This is an optimization exercise on Yosys and OpenROAD, whose aim is small area and few clock cycles, not a production implementation.
Function was checked by simulation only, so behaviour that the tests miss may differ from the original.

$ cat design/flow/config.mk
export PLATFORM = sky130hd
export DESIGN_NAME = pw_conv_top
export DESIGN_NICKNAME = pw_conv_top
export VERILOG_FILES = /design/flow/design.v
export SDC_FILE = /design/flow/constraint.sdc
export NUM_CORES = 4
export LEC_CHECK = 0
export CAP_MARGIN = 20
export CORE_MARGIN = 2
export CORE_UTILIZATION = 40
export SLEW_MARGIN = 20
$ cat design/flow/run.sh
#!/bin/bash
# synth_recipe.tcl (not shown) runs the flow's synth.tcl, then flattens the netlist and writes it again
# the make line also repeats each setting of config.mk as NAME=value (left out here)
make -C /OpenROAD-flow-scripts/flow DESIGN_CONFIG=/design/flow/config.mk WORK_HOME=/design/flow/orfs CLKGATE_MAP_FILE= SYNTH_SCRIPT=/design/flow/synth_recipe.tcl finish
$ cat design/flow/design.v
    localparam int PARAM_W     = 128;
    localparam int PIXEL_W     = 64;
    localparam int LANES       = 8;
    localparam int PARAM_BYTES = PARAM_W / 8;
    localparam int PIXEL_BYTES = PIXEL_W / 8;
    localparam int SIZE_W      = 32;
    localparam int LANE_W      = 8;
    localparam int BIAS_LANE_W = 16;
    localparam int WT_W        = LANES * LANE_W;
    localparam int MEM_DEPTH     = 16;
    localparam int MEM_AW        = 4;
    localparam int PARAM_IDX_LSB = 4;
    localparam int PIXEL_IDX_LSB = 3;
    localparam int RESET_CYCLES = 8;
    localparam int RST_CNT_W    = 3;
    localparam int QM_W    = 16;
    localparam int QN_W    = 5;
    localparam int ACC_W   = 17;
    localparam int SCALE_W = ACC_W + QM_W + 1;
    localparam int Q_MAX   = 127;
    localparam int Q_MIN   = -128;
    localparam logic [2:0] ST_IDLE         = 3'd0;
    localparam logic [2:0] ST_RESET        = 3'd1;
    localparam logic [2:0] ST_LOAD_WEIGHTS = 3'd2;
    localparam logic [2:0] ST_LOAD_BIAS    = 3'd3;
    localparam logic [2:0] ST_START        = 3'd4;
    localparam logic [2:0] ST_PROCESS      = 3'd5;
    localparam logic [2:0] ST_DONE         = 3'd6;
`timescale 1ns/1ns
module kernel_fsm (
    input  logic          ap_clk,
    input  logic          areset,
    input  logic          ap_start,
    input  logic          wt_loaded,
    input  logic          bias_loaded,
    input  logic          out_last_seen,
    output logic [2:0]    state,
    output logic          datapath_rst,
    output logic          ap_idle,
    output logic          ap_done
);
    localparam int PARAM_W     = 128;
    localparam int PIXEL_W     = 64;
    localparam int LANES       = 8;
    localparam int PARAM_BYTES = PARAM_W / 8;
    localparam int PIXEL_BYTES = PIXEL_W / 8;
    localparam int SIZE_W      = 32;
    localparam int LANE_W      = 8;
    localparam int BIAS_LANE_W = 16;
    localparam int WT_W        = LANES * LANE_W;
    localparam int MEM_DEPTH     = 16;
    localparam int MEM_AW        = 4;
    localparam int PARAM_IDX_LSB = 4;
    localparam int PIXEL_IDX_LSB = 3;
    localparam int RESET_CYCLES = 8;
    localparam int RST_CNT_W    = 3;
    localparam int QM_W    = 16;
    localparam int QN_W    = 5;
    localparam int ACC_W   = 17;
    localparam int SCALE_W = ACC_W + QM_W + 1;
    localparam int Q_MAX   = 127;
    localparam int Q_MIN   = -128;
    localparam logic [2:0] ST_IDLE         = 3'd0;
    localparam logic [2:0] ST_RESET        = 3'd1;
    localparam logic [2:0] ST_LOAD_WEIGHTS = 3'd2;
    localparam logic [2:0] ST_LOAD_BIAS    = 3'd3;
    localparam logic [2:0] ST_START        = 3'd4;
    localparam logic [2:0] ST_PROCESS      = 3'd5;
    localparam logic [2:0] ST_DONE         = 3'd6;
    logic [2:0]           state_next;
    logic                 ap_start_r;
    logic                 start_pulse;
    logic [RST_CNT_W-1:0] rst_cnt;
    logic                 rst_last;
    always_ff @(posedge ap_clk) begin
        if (areset) begin
            ap_start_r <= 1'b0;
        end else begin
            ap_start_r <= ap_start;
        end
    end
    assign start_pulse = ap_start & ~ap_start_r;
    always_ff @(posedge ap_clk) begin
        if (areset) begin
            rst_cnt <= '0;
        end else if (state == ST_RESET) begin
            rst_cnt <= rst_cnt + 1'b1;
        end else begin
            rst_cnt <= '0;
        end
    end
    assign rst_last = (rst_cnt == RST_CNT_W'(RESET_CYCLES - 1));
    always_ff @(posedge ap_clk) begin
        if (areset) begin
            datapath_rst <= 1'b1;
        end else begin
            datapath_rst <= (state_next == ST_RESET);
        end
    end
    always_ff @(posedge ap_clk) begin
        if (areset) begin
            state <= ST_IDLE;
        end else begin
            state <= state_next;
        end
    end
    always_comb begin
        state_next = state;
        case (state)
            ST_IDLE: begin
                if (start_pulse) begin
                    state_next = ST_RESET;
                end
            end
            ST_RESET: begin
                if (rst_last) begin
                    state_next = ST_LOAD_WEIGHTS;
                end
            end
            ST_LOAD_WEIGHTS: begin
                if (wt_loaded) begin
                    state_next = ST_LOAD_BIAS;
                end
            end
            ST_LOAD_BIAS: begin
                if (bias_loaded) begin
                    state_next = ST_START;
                end
            end
            ST_START: state_next = ST_PROCESS;
            ST_PROCESS: begin
                if (out_last_seen) begin
                    state_next = ST_DONE;
                end
            end
            ST_DONE: state_next = ST_IDLE;
            default: state_next = ST_IDLE;
        endcase
    end
    always_ff @(posedge ap_clk) begin
        if (areset) begin
            ap_idle <= 1'b1;
            ap_done <= 1'b0;
        end else begin
            ap_done <= (state == ST_DONE);
            if (state == ST_DONE) begin
                ap_idle <= 1'b1;
            end else if ((state == ST_IDLE) && start_pulse) begin
                ap_idle <= 1'b0;
            end
        end
    end
endmodule
`timescale 1ns/1ns
module stream_intake (
    input  logic               ap_clk,
    input  logic               areset,
    input  logic               datapath_rst,
    input  logic [2:0]         state,
    input  logic [31:0]        num_weights,
    input  logic [31:0]        num_bias,
    input  logic [31:0]        num_pixels,
    input  logic [127:0]       param_data,
    input  logic               param_valid,
    input  logic [63:0]        pixel_data,
    input  logic               pixel_valid,
    output logic               param_ready,
    output logic               pixel_ready,
    output logic               wt_loaded,
    output logic               bias_loaded,
    output logic               wr_wt_we,
    output logic               wr_bias_we,
    output logic [3:0]         wr_index,
    output logic [127:0]       wr_data,
    output logic               pix_valid,
    output logic [63:0]        pix_data,
    output logic [3:0]         pix_index,
    output logic               pix_last
);
    localparam int PARAM_W     = 128;
    localparam int PIXEL_W     = 64;
    localparam int LANES       = 8;
    localparam int PARAM_BYTES = PARAM_W / 8;
    localparam int PIXEL_BYTES = PIXEL_W / 8;
    localparam int SIZE_W      = 32;
    localparam int LANE_W      = 8;
    localparam int BIAS_LANE_W = 16;
    localparam int WT_W        = LANES * LANE_W;
    localparam int MEM_DEPTH     = 16;
    localparam int MEM_AW        = 4;
    localparam int PARAM_IDX_LSB = 4;
    localparam int PIXEL_IDX_LSB = 3;
    localparam int RESET_CYCLES = 8;
    localparam int RST_CNT_W    = 3;
    localparam int QM_W    = 16;
    localparam int QN_W    = 5;
    localparam int ACC_W   = 17;
    localparam int SCALE_W = ACC_W + QM_W + 1;
    localparam int Q_MAX   = 127;
    localparam int Q_MIN   = -128;
    localparam logic [2:0] ST_IDLE         = 3'd0;
    localparam logic [2:0] ST_RESET        = 3'd1;
    localparam logic [2:0] ST_LOAD_WEIGHTS = 3'd2;
    localparam logic [2:0] ST_LOAD_BIAS    = 3'd3;
    localparam logic [2:0] ST_START        = 3'd4;
    localparam logic [2:0] ST_PROCESS      = 3'd5;
    localparam logic [2:0] ST_DONE         = 3'd6;
    logic [SIZE_W-1:0] wt_bytes;
    logic [SIZE_W-1:0] bias_bytes;
    logic [SIZE_W-1:0] px_bytes;
    logic              param_fire;
    logic              pixel_fire;
    assign param_ready = ((state == ST_LOAD_WEIGHTS) && (wt_bytes < num_weights)) ||
                         ((state == ST_LOAD_BIAS) && (bias_bytes < num_bias));
    assign pixel_ready = (state == ST_PROCESS) && (px_bytes < num_pixels);
    assign param_fire = param_valid & param_ready;
    assign pixel_fire = pixel_valid & pixel_ready;
    always_ff @(posedge ap_clk) begin
        if (areset || datapath_rst) begin
            wt_bytes   <= '0;
            bias_bytes <= '0;
            px_bytes   <= '0;
        end else begin
            if (wr_wt_we) begin
                wt_bytes <= wt_bytes + SIZE_W'(PARAM_BYTES);
            end
            if (wr_bias_we) begin
                bias_bytes <= bias_bytes + SIZE_W'(PARAM_BYTES);
            end
            if (pixel_fire) begin
                px_bytes <= px_bytes + SIZE_W'(PIXEL_BYTES);
            end
        end
    end
    always_ff @(posedge ap_clk) begin
        if (areset || datapath_rst) begin
            wt_loaded   <= 1'b0;
            bias_loaded <= 1'b0;
        end else begin
            if ((state == ST_LOAD_WEIGHTS) && (wt_bytes >= num_weights)) begin
                wt_loaded <= 1'b1;
            end
            if ((state == ST_LOAD_BIAS) && (bias_bytes >= num_bias)) begin
                bias_loaded <= 1'b1;
            end
        end
    end
    assign wr_wt_we   = param_fire && (state == ST_LOAD_WEIGHTS);
    assign wr_bias_we = param_fire && (state == ST_LOAD_BIAS);
    assign wr_index   = (state == ST_LOAD_BIAS) ? bias_bytes[PARAM_IDX_LSB +: MEM_AW] :
                                                  wt_bytes[PARAM_IDX_LSB +: MEM_AW];
    assign wr_data    = param_data;
    assign pix_valid = pixel_fire;
    assign pix_data  = pixel_data;
    assign pix_index = px_bytes[PIXEL_IDX_LSB +: MEM_AW];
    assign pix_last  = pixel_fire && ((px_bytes + SIZE_W'(PIXEL_BYTES)) >= num_pixels);
endmodule
`timescale 1ns/1ns
module pointwise_engine (
    input  logic               ap_clk,
    input  logic               datapath_rst,
    input  logic [15:0]        cfg_quant_m,
    input  logic [4:0]         cfg_quant_n,
    input  logic               cfg_use_relu,
    input  logic               wr_wt_we,
    input  logic               wr_bias_we,
    input  logic [3:0]         wr_index,
    input  logic [127:0]       wr_data,
    input  logic               pix_valid,
    input  logic [63:0]        pix_data,
    input  logic [3:0]         pix_index,
    input  logic               pix_last,
    output logic [63:0]        out_data,
    output logic               out_valid,
    output logic               out_last
);
    localparam int PARAM_W     = 128;
    localparam int PIXEL_W     = 64;
    localparam int LANES       = 8;
    localparam int PARAM_BYTES = PARAM_W / 8;
    localparam int PIXEL_BYTES = PIXEL_W / 8;
    localparam int SIZE_W      = 32;
    localparam int LANE_W      = 8;
    localparam int BIAS_LANE_W = 16;
    localparam int WT_W        = LANES * LANE_W;
    localparam int MEM_DEPTH     = 16;
    localparam int MEM_AW        = 4;
    localparam int PARAM_IDX_LSB = 4;
    localparam int PIXEL_IDX_LSB = 3;
    localparam int RESET_CYCLES = 8;
    localparam int RST_CNT_W    = 3;
    localparam int QM_W    = 16;
    localparam int QN_W    = 5;
    localparam int ACC_W   = 17;
    localparam int SCALE_W = ACC_W + QM_W + 1;
    localparam int Q_MAX   = 127;
    localparam int Q_MIN   = -128;
    localparam logic [2:0] ST_IDLE         = 3'd0;
    localparam logic [2:0] ST_RESET        = 3'd1;
    localparam logic [2:0] ST_LOAD_WEIGHTS = 3'd2;
    localparam logic [2:0] ST_LOAD_BIAS    = 3'd3;
    localparam logic [2:0] ST_START        = 3'd4;
    localparam logic [2:0] ST_PROCESS      = 3'd5;
    localparam logic [2:0] ST_DONE         = 3'd6;
    logic [WT_W-1:0]           wt_mem   [MEM_DEPTH];
    logic [PARAM_W-1:0]        bias_mem [MEM_DEPTH];
    logic                      s1_valid;
    logic                      s1_last;
    logic [PIXEL_W-1:0]        s1_pix;
    logic [WT_W-1:0]           s1_wt;
    logic [PARAM_W-1:0]        s1_bias;
    logic                      s2_valid;
    logic                      s2_last;
    logic signed [ACC_W-1:0]   acc_next [LANES];
    logic signed [ACC_W-1:0]   s2_acc   [LANES];
    logic signed [SCALE_W-1:0] scaled   [LANES];
    logic signed [SCALE_W-1:0] shifted  [LANES];
    logic [PIXEL_W-1:0]        quant_next;
    always_ff @(posedge ap_clk) begin
        if (wr_wt_we) begin
            wt_mem[wr_index] <= wr_data[WT_W-1:0];
        end
        if (wr_bias_we) begin
            bias_mem[wr_index] <= wr_data;
        end
    end
    always_ff @(posedge ap_clk) begin
        if (datapath_rst) begin
            s1_valid  <= 1'b0;
            s1_last   <= 1'b0;
            s2_valid  <= 1'b0;
            s2_last   <= 1'b0;
            out_valid <= 1'b0;
            out_last  <= 1'b0;
        end else begin
            s1_valid  <= pix_valid;
            s1_last   <= pix_valid & pix_last;
            s2_valid  <= s1_valid;
            s2_last   <= s1_last;
            out_valid <= s2_valid;
            out_last  <= s2_last;
        end
    end
    always_ff @(posedge ap_clk) begin
        s1_pix  <= pix_data;
        s1_wt   <= wt_mem[pix_index];
        s1_bias <= bias_mem[pix_index];
    end
    always_comb begin
        for (int i = 0; i < LANES; i++) begin
            acc_next[i] = $signed(s1_pix[i*LANE_W +: LANE_W]) *
                          $signed(s1_wt[i*LANE_W +: LANE_W]) +
                          $signed(s1_bias[i*BIAS_LANE_W +: BIAS_LANE_W]);
        end
    end
    always_ff @(posedge ap_clk) begin
        for (int i = 0; i < LANES; i++) begin
            s2_acc[i] <= acc_next[i];
        end
    end
    always_comb begin
        for (int i = 0; i < LANES; i++) begin
            scaled[i]  = s2_acc[i] * $signed({1'b0, cfg_quant_m});
            shifted[i] = scaled[i] >>> cfg_quant_n;
            if (cfg_use_relu && (shifted[i] < 0)) begin
                shifted[i] = '0;
            end
            if (shifted[i] > Q_MAX) begin
                quant_next[i*LANE_W +: LANE_W] = LANE_W'(Q_MAX);
            end else if (shifted[i] < Q_MIN) begin
                quant_next[i*LANE_W +: LANE_W] = LANE_W'(Q_MIN);
            end else begin
                quant_next[i*LANE_W +: LANE_W] = shifted[i][LANE_W-1:0];
            end
        end
    end
    always_ff @(posedge ap_clk) begin
        out_data <= quant_next;
    end
endmodule
`timescale 1ns/1ns
module pw_conv_top (
    input  logic               ap_clk,
    input  logic               areset,
    input  logic               ap_start,
    input  logic [31:0]        num_weights,
    input  logic [31:0]        num_bias,
    input  logic [31:0]        num_pixels,
    input  logic [15:0]        cfg_quant_m,
    input  logic [4:0]         cfg_quant_n,
    input  logic               cfg_use_relu,
    input  logic [127:0]       param_data,
    input  logic               param_valid,
    input  logic [63:0]        pixel_data,
    input  logic               pixel_valid,
    output logic               ap_idle,
    output logic               ap_done,
    output logic               param_ready,
    output logic               pixel_ready,
    output logic [63:0]        out_data,
    output logic               out_valid,
    output logic               out_last
);
    localparam int PARAM_W     = 128;
    localparam int PIXEL_W     = 64;
    localparam int LANES       = 8;
    localparam int PARAM_BYTES = PARAM_W / 8;
    localparam int PIXEL_BYTES = PIXEL_W / 8;
    localparam int SIZE_W      = 32;
    localparam int LANE_W      = 8;
    localparam int BIAS_LANE_W = 16;
    localparam int WT_W        = LANES * LANE_W;
    localparam int MEM_DEPTH     = 16;
    localparam int MEM_AW        = 4;
    localparam int PARAM_IDX_LSB = 4;
    localparam int PIXEL_IDX_LSB = 3;
    localparam int RESET_CYCLES = 8;
    localparam int RST_CNT_W    = 3;
    localparam int QM_W    = 16;
    localparam int QN_W    = 5;
    localparam int ACC_W   = 17;
    localparam int SCALE_W = ACC_W + QM_W + 1;
    localparam int Q_MAX   = 127;
    localparam int Q_MIN   = -128;
    localparam logic [2:0] ST_IDLE         = 3'd0;
    localparam logic [2:0] ST_RESET        = 3'd1;
    localparam logic [2:0] ST_LOAD_WEIGHTS = 3'd2;
    localparam logic [2:0] ST_LOAD_BIAS    = 3'd3;
    localparam logic [2:0] ST_START        = 3'd4;
    localparam logic [2:0] ST_PROCESS      = 3'd5;
    localparam logic [2:0] ST_DONE         = 3'd6;
    logic [2:0]    state;
    logic          datapath_rst;
    logic          wt_loaded;
    logic          bias_loaded;
    logic               wr_wt_we;
    logic               wr_bias_we;
    logic [MEM_AW-1:0]  wr_index;
    logic [PARAM_W-1:0] wr_data;
    logic               pix_valid;
    logic [PIXEL_W-1:0] pix_data;
    logic [MEM_AW-1:0]  pix_index;
    logic               pix_last;
    kernel_fsm u_kernel_fsm (
        .ap_clk        (ap_clk),
        .areset        (areset),
        .ap_start      (ap_start),
        .wt_loaded     (wt_loaded),
        .bias_loaded   (bias_loaded),
        .out_last_seen (out_last),
        .state         (state),
        .datapath_rst  (datapath_rst),
        .ap_idle       (ap_idle),
        .ap_done       (ap_done)
    );
    stream_intake u_stream_intake (
        .ap_clk       (ap_clk),
        .areset       (areset),
        .datapath_rst (datapath_rst),
        .state        (state),
        .num_weights  (num_weights),
        .num_bias     (num_bias),
        .num_pixels   (num_pixels),
        .param_data   (param_data),
        .param_valid  (param_valid),
        .pixel_data   (pixel_data),
        .pixel_valid  (pixel_valid),
        .param_ready  (param_ready),
        .pixel_ready  (pixel_ready),
        .wt_loaded    (wt_loaded),
        .bias_loaded  (bias_loaded),
        .wr_wt_we     (wr_wt_we),
        .wr_bias_we   (wr_bias_we),
        .wr_index     (wr_index),
        .wr_data      (wr_data),
        .pix_valid    (pix_valid),
        .pix_data     (pix_data),
        .pix_index    (pix_index),
        .pix_last     (pix_last)
    );
    pointwise_engine u_pointwise_engine (
        .ap_clk       (ap_clk),
        .datapath_rst (datapath_rst),
        .cfg_quant_m  (cfg_quant_m),
        .cfg_quant_n  (cfg_quant_n),
        .cfg_use_relu (cfg_use_relu),
        .wr_wt_we     (wr_wt_we),
        .wr_bias_we   (wr_bias_we),
        .wr_index     (wr_index),
        .wr_data      (wr_data),
        .pix_valid    (pix_valid),
        .pix_data     (pix_data),
        .pix_index    (pix_index),
        .pix_last     (pix_last),
        .out_data     (out_data),
        .out_valid    (out_valid),
        .out_last     (out_last)
    );
endmodule
$ cat design/flow/constraint.sdc
create_clock -name core_clock -period 12.0 [get_ports {ap_clk}]
set_input_delay 2.4000 -clock core_clock [delete_from_list [all_inputs] [get_ports {ap_clk}]]
set_output_delay 2.4000 -clock core_clock [all_outputs]
set_load 0.01 [all_outputs]
==> qor.yml <==
status:
  status: "finished clean"
logic_synthesis:
  synth_top_area_frac: 0.356
  synth.top_cells.by_area: "edfxtp_1, fa_1, mux4_2"
  netlist_area_sq_um: 259000
  synth_top_cell_by_area: "edfxtp_1"
  avgSynthCellArea_sq_um: 12.6
  synthCells: 20600
  yosysWarnings: 7
  yosysSeqAreaShare: 0.400
  synth_ff_type: "edfxtp_1"
  synth.distinct_cells: 113
  netlist_top_cells_count: "edfxtp_1, fa_1, inv_1"
  synth_edf_count: 3072
  ys_ff_latch: 3631
  synthArstFlopShare: 0
  synth_most_common_cell: "edfxtp_1"
  syn_nets: 24900
sta:
  final.period_utilization: 0.896
  whs_ns: 0.429
  setup_tns_ns: 0
  slew_headroom: 0.205
  final-setup-viol-count: 0
  grt_setup_unrepaired: "false"
  worst_slack_ns: 1.25
  period_needed_ns: 10.75
  tightest_slew_ns: 1.19
  fmax_mhz: 93.0
  drv_slew: 0
  finalHoldViolations: 0
  skew_ns: 0.0714
final_layout:
  layout.nets: 25000
  design_area_sq_um: 286000
  multi_input_area_sq_um: 142000
  fill_cells: 58600
  drive_gt1_frac: 0.110
  seqCellArea_sq_um: 103000
  fin_util: 0.443
  layout.cells.non_filler: 29700
  area.growth.synth_to_final_pct: 10.4
cts:
  cts_buffer_depth: 4
  cts_buffers: 364
  cts_tree: "yes"
  clk-insertion-delay-late_ns: 1.01
  ctsResizeCount: 0
  cts_setup_buffers: 0
  ctsHoldBuffers: 0
  clkSinkCount: 3631
  clkSlewWorstSetupHoldPaths_ns: 0.05
  cts_root_buf: "clkbuf_16"
  htreeDepth: 5
global_routing:
  grt_use_total: 0.236
  antenna_found_initial: 110
  grt_pass1_wl_mm: 1160
  grt_max_degree: 130
  grt-ovfl-total: 0
  first_global_vias: 172000
critical_path:
  criticalPathCategory: "input pin to flop"
  cp_data_required_time_ns: 12.90
  worstSetupStartpointType: "input pin"
  cpPeakStageDelay_ns: 0.85
  crit_slowest_cell: "a2111oi_0"
  end_kind: "flop"
  crit_fanout: 33
  crit_top_cell: "fa_1"
  arrival_ns: 11.66
route:
  route.met2.wl_mm: 367
  dr.first_iter.drc_count: 16200
  dr.pass1.iters: 8
  detailroute.wirelength.met3_mm: 60.7
  wl_mm: 783
  drc: 0
  routed_via_density: 5.62
  vias: 167000
  m1WireLength_mm: 332
  drt-wirelength-per-cell_microns: 26.4
  top_layer: "met5"
  ant_nets: 0
floorplanning:
  start_util: 0.401
  rows: 295
  coreArea_sq_um: 645000
  die-area_sq_um: 654000
  pin_count: 385
  fp.dieH_microns: 808
  die_x_microns: 808
placement:
  finalWeightedCongestion: 0.950
  placed_cells: 28900
  preCtsSetupSlack_ns: 0.316
  dp_hpwl_mm: 556
  place_area_sq_um: 274000
  port_buffers: 384
job:
  max_cap_violations: 0
min_path:
  hp-class: "flop to flop"
area by class of cell:
cell class,instances,share of cell area
Tap cell,8613,0.0377
Clock buffer,499,0.0360
Sequential cell,3631,0.362
Timing Repair Buffer,813,0.0262
Antenna cell,41,0.000359
Clock inverter,179,0.00690
Multi-Input combinational cell,13300,0.496
Inverter,2625,0.0345
cells in the final DEF (no fill, tap or decap), types with 314 or more instances in the layout:
| cell type | n |
|---|---|
| a21oi_1 | 624 |
| and2_1 | 958 |
| buf_4 | 393 |
| clkbuf_16 | 369 |
| clkdlybuf4s50_1 | 325 |
| dfxtp_1 | 554 |
| edfxtp_1 | 3072 |
| fa_1 | 2840 |
| ha_1 | 1127 |
| inv_1 | 2620 |
| mux4_2 | 1007 |
| nand2_1 | 2326 |
| nor2_1 | 649 |
| o21ai_0 | 420 |
| xnor2_1 | 314 |
sequential cells by signal, indices dropped and copies added, names as in the netlist:
register	count
u_stream_intake.px_bytes	29
u_pointwise_engine.out_valid	1
u_kernel_fsm.ap_idle	1
u_pointwise_engine.s1_bias	128
u_pointwise_engine.s2_last	1
u_pointwise_engine.wt_mem	1024
u_kernel_fsm.rst_cnt	3
u_pointwise_engine.s1_valid	1
u_stream_intake.bias_loaded	1
u_pointwise_engine.s1_last	1
u_pointwise_engine.s1_wt	64
u_pointwise_engine.s2_acc	136
u_kernel_fsm.datapath_rst	1
u_pointwise_engine.s2_valid	1
u_stream_intake.wt_bytes	28
u_stream_intake.wt_loaded	1
u_pointwise_engine.bias_mem	2048
u_pointwise_engine.out_data	64
u_kernel_fsm.ap_done	1
u_kernel_fsm.ap_start_r	1
u_kernel_fsm.state	3
u_pointwise_engine.out_last	1
u_pointwise_engine.s1_pix	64
u_stream_intake.bias_bytes	28
worst max-delay path: cells and delay by family:
family | cells | cell delay, ns
buf+inv | 8 | 1.46
simple gates | 6 | 1.30
fa+ha+maj | 7 | 3.47
compound gates | 8 | 2.87
metal layers:
layer / global-route usage / vias up
li1: - / 71800
met4: 0.0631 / 52
met3: 0.0405 / 1189
met1: 0.331 / 87200
met5: 0 / -
met2: 0.382 / 6444
path summary, 6_finish.rpt:
path                                                 start                                         end  slack [ns]  cells after the start
setup reg to reg  u_pointwise_engine.s2_acc[1][16]$_DFF_P_  u_pointwise_engine.out_data[10]$_SDFF_PN1_        2.31                     25
setup / recovery                            cfg_quant_m[3]  u_pointwise_engine.out_data[61]$_SDFF_PN1_        1.25                     29
hold reg to reg         u_kernel_fsm.rst_cnt[0]$_SDFF_PP0_          u_kernel_fsm.rst_cnt[0]$_SDFF_PP0_        0.43                      1
hold / removal          u_kernel_fsm.rst_cnt[0]$_SDFF_PP0_          u_kernel_fsm.rst_cnt[0]$_SDFF_PP0_        0.43                      1
cells by family (layout without fill, tap and decap cells):
group	count (synthesis)	count (layout)	synth area share
AOI/OAI and AO/OA	2564	2564	0.0677
xor gates and xnor gates	460	460	0.0158
adders and majority gates	3967	3967	0.274
buffers and inverters	3693	4116	0.0538
DFF	3631	3631	0.400
muxes	1266	1266	0.0980
other	0	41	0
and+or+nand+nor	5005	5005	0.0910
Testbench counts, summed over its fixed seeds: cycles 20,083.

==> re-timing with driven ports <==
In the flow no input, the clock included, has a driving cell. The finished layout below was timed again as built, in two steps.
Step 1, drivers: a clkbuf_16 drives ap_clk and a buf_2 each remaining input, both assumed.
Step 2 times the ports against the registers' clock, not the clock port: input delays grow and output delays shrink by t, the midpoint of the rising clock arrivals with the driver on.
Slacks: no drivers / after step 1 / after step 2; pairs: no drivers / after step 1.
t (ns): 1.099
setup WS [ns]: 1.245 / 1.269 / 0.170
hold slack, ns: 0.429 / 0.429 / 0.429
worst slew at a driven data input, ns: 0.29
pins driven straight from the clock port: 1
After both steps this run still meets setup and hold. For this run, drivers alone change the setup slack by +0.024 ns; drivers and shift together by -1.075 ns.
